Background: an optimization exercise with open tools, aiming at small area, a short achievable clock period and few clock cycles per item. Do not read the settings as production practice.
Only simulation tests tie the RTL to the original design; equivalence was not proved.

==> inputs of branch violet <==
## filtro_fir_eq
module filtro_fir_eq #(
  parameter int TAPS = TAPS_DEF,
  parameter int NSTG = 3             
) (
  input  logic                       clock,
  input  logic                       reset,
  input  logic signed [SAMPLE_W-1:0] sample_in,
  input  logic                       sample_valid,
  input  logic                       coef_we,
  input  logic [$clog2(TAPS)-1:0]    coef_addr,
  input  logic signed [COEF_W-1:0]   coef_data,
  output logic [SAMPLE_W-1:0]        dac_out_data,
  output logic                       dac_out_valid,
  input  logic                       dac_out_ready,
  output logic                       busy,
  output logic                       overrun,
  output logic                       coef_err
);
  localparam int AB = $clog2(TAPS);
  localparam int DEPTH = NSTG + 4;
  localparam int QD    = DEPTH - 1;           
  localparam int CB    = $clog2(DEPTH + 1);
  localparam int QB    = $clog2(QD);
  logic                          r_in_vld;
  logic [BOOTH_W-1:0]            r_in;
  logic [BOOTH_W-1:0]            w_enc;
  logic [TAPS-1:0][BOOTH_W-1:0]  r_line;
  logic [TAPS-1:0][COEF_W-1:0]   r_coef_x;
  logic [TAPS-1:0][COEF_W-1:0]   w_coef;
  logic [1:0]                    r_pend;
  logic [AB-1:0]                 r_pend_addr;
  logic [COEF_W-1:0]             r_pend_data;
  logic [NSTG:0]                 r_vld;
  logic [CB-1:0]                 r_cnt;
  ...
Settings: LEC_CHECK=0, ABC_AREA=1, CAP_MARGIN=20, CORE_MARGIN=2, CORE_UTILIZATION=50, SETUP_SLACK_MARGIN=5, SLEW_MARGIN=20; clock period 10.0 ns.
standard.sh (not shown) runs the stock make flow with config.mk's settings and CLKGATE_MAP_FILE= SYNTH_SCRIPT=/design/flow/synth_recipe.tcl, a recipe that flattens the netlist after the stock synthesis.
==> flow/flow/run.sh <==
#!/bin/bash
# Own flow: the standard layout with three changes.
# Synthesis: synth_recipe.tcl with Yosys's early "abc -fast" skipped
# (synth -noabc) so that the carry-save tree written in the RTL reaches
# extract_fa unchanged and maps to full-adder cells without inverters, and
# the Booth selector modules mapped to cells (flow/booth_map.v) before
# flattening. Registers, flattening and renaming are those of
# synth_recipe.tcl. Layout: timing repaired towards a 3.25 ns period (slack
# margin 6.75 ns at the design's 10 ns clock; the constraints are
# unchanged), and CTS without dummy loads.
set -euo pipefail
W=$PWD
head -1 synth_recipe.tcl | grep -q '^proc synth {args} { yosys synth -nofsm -noshare {\*}$args }$'
{ echo "set ::booth_map {$W/flow/booth_map.v}"
  cat flow/synth_head.tcl
  tail -n +2 synth_recipe.tcl; } > flow_synth.tcl
sed "s#SYNTH_SCRIPT=[^ ]*synth_recipe.tcl#SYNTH_SCRIPT=$W/flow_synth.tcl#" standard.sh > flow_standard.sh
grep -q flow_synth.tcl flow_standard.sh
bash flow_standard.sh SETUP_SLACK_MARGIN=6.75 \
  CTS_ARGS="-sink_clustering_enable -repair_clock_nets -dont_use_dummy_load" \
  finish > flow_standard.log 2>&1
==> flow/flow/booth_map.v <==
module booth_sel (input one, two, neg, a, b, output p);
  wire n;  // ~((one & a) | (two & b))
  sky130_fd_sc_hd__a22oi_1 g_sel (.A1(one), .A2(a), .B1(two), .B2(b), .Y(n));
  sky130_fd_sc_hd__xnor2_1 g_neg (.A(n), .B(neg), .Y(p));
endmodule

module booth_sel0 (input one, neg, a, output p);
  wire n;  // ~(one & a)
  sky130_fd_sc_hd__nand2_1 g_sel (.A(one), .B(a), .Y(n));
  sky130_fd_sc_hd__xnor2_1 g_neg (.A(n), .B(neg), .Y(p));
endmodule

module booth_seln (input one, two, neg, a, b, output p);
  wire n;  // ~((one & a) | (two & b))
  sky130_fd_sc_hd__a22oi_1 g_sel (.A1(one), .A2(a), .B1(two), .B2(b), .Y(n));
  sky130_fd_sc_hd__xor2_1 g_neg (.A(n), .B(neg), .X(p));
endmodule
==> flow/flow/synth_head.tcl <==
# Replaces the first line of synth_recipe.tcl (its synth wrapper): the same
# -nofsm -noshare, plus -noabc (no early "abc -fast", so the carry-save tree
# reaches extract_fa as written), and, once before the first synth call
# (design still hierarchical), the Booth selector modules mapped to cells.
set ::booth_mapped 0
proc synth {args} {
  if {!$::booth_mapped} {
    set ::booth_mapped 1
    yosys techmap -map $::booth_map
  }
  yosys synth -nofsm -noshare -noabc {*}$args
}
==> branch fjord: changes against branch violet <==
--- a/flow/flow/run.sh
+++ b/flow/flow/run.sh
@@ -5,8 +5,8 @@
 # extract_fa unchanged and maps to full-adder cells without inverters, and
 # the Booth selector modules mapped to cells (flow/booth_map.v) before
 # flattening. Registers, flattening and renaming are those of
-# synth_recipe.tcl. Layout: timing repaired towards a 3.25 ns period (slack
-# margin 6.75 ns at the design's 10 ns clock; the constraints are
+# synth_recipe.tcl. Layout: timing repaired towards a 3.5 ns period (slack
+# margin 6.5 ns at the design's 10 ns clock; the constraints are
 # unchanged), and CTS without dummy loads.
 set -euo pipefail
 W=$PWD
@@ -16,6 +16,6 @@
   tail -n +2 synth_recipe.tcl; } > flow_synth.tcl
 sed "s#SYNTH_SCRIPT=[^ ]*synth_recipe.tcl#SYNTH_SCRIPT=$W/flow_synth.tcl#" standard.sh > flow_standard.sh
 grep -q flow_synth.tcl flow_standard.sh
-bash flow_standard.sh SETUP_SLACK_MARGIN=6.75 \
+bash flow_standard.sh SETUP_SLACK_MARGIN=6.5 \
   CTS_ARGS="-sink_clustering_enable -repair_clock_nets -dont_use_dummy_load" \
   finish > flow_standard.log 2>&1
- CORE_UTILIZATION: 50 -> 55
==> reports/summary.txt <==
instance area at placement -> 108000 µm²
number of antenna violations at the first check in global routing -> 37
number of clock buffers in the layout -> 163
Cell Chain, Critical Path -> buf_6
endpoint class of the critical path -> output port
run status -> complete, no violations
# the run above: branch violet

==> reports/summary.txt <==
endpoint class of the critical path -> flip-flop
run status -> complete, no violations
number of antenna violations at the first check in global routing -> 39
number of clock buffers in the layout -> 159
Cell Chain, Critical Path -> a22oi_1, xnor2_1, fa_1, fa_1, fa_1
instance area at placement -> 108000 µm²
# the run above: branch fjord

Testbench counts of branch violet, summed over its fixed seeds: cycles 2,096, items 2,048.
Testbench counts of branch fjord, summed over its fixed seeds: cycles 2,096, items 2,048.

[separate check: timing with driven ports]
In the flow no input, the clock included, has a driving cell. The finished layouts below were timed again as built, in two steps. Step 1 sets driving cells, clkbuf_16 on the clock port and buf_2 on the other inputs (assumed; they add their load-dependent delay and slew). Step 2 adds t to the input delays and takes it off the output delays; t is the mean of the earliest and latest rising clock arrival at the registers after step 1. Input paths then give back, and output paths get back, about the clock's delay inside the block. a / b / c = ideal ports / drivers / drivers and shift; a / b = the first two.
run | shift t [ns] | slack for setup (ns) | worst setup path after step 2 | latest minus earliest clock arrival (ns) | worst data-port slew with drivers (ns)
branch violet | 0.894 | 6.577 / 6.484 / 6.052 | input to register | 0.095 / 0.094 | 0.07
branch fjord | 0.918 | 6.377 / 6.377 / 5.783 | input to register | 0.110 / 0.110 | 0.06
After both steps every run listed still meets setup and hold. For branch fjord, which loses most, drivers alone change the setup slack by 0.000 ns; drivers and shift together by -0.594 ns.
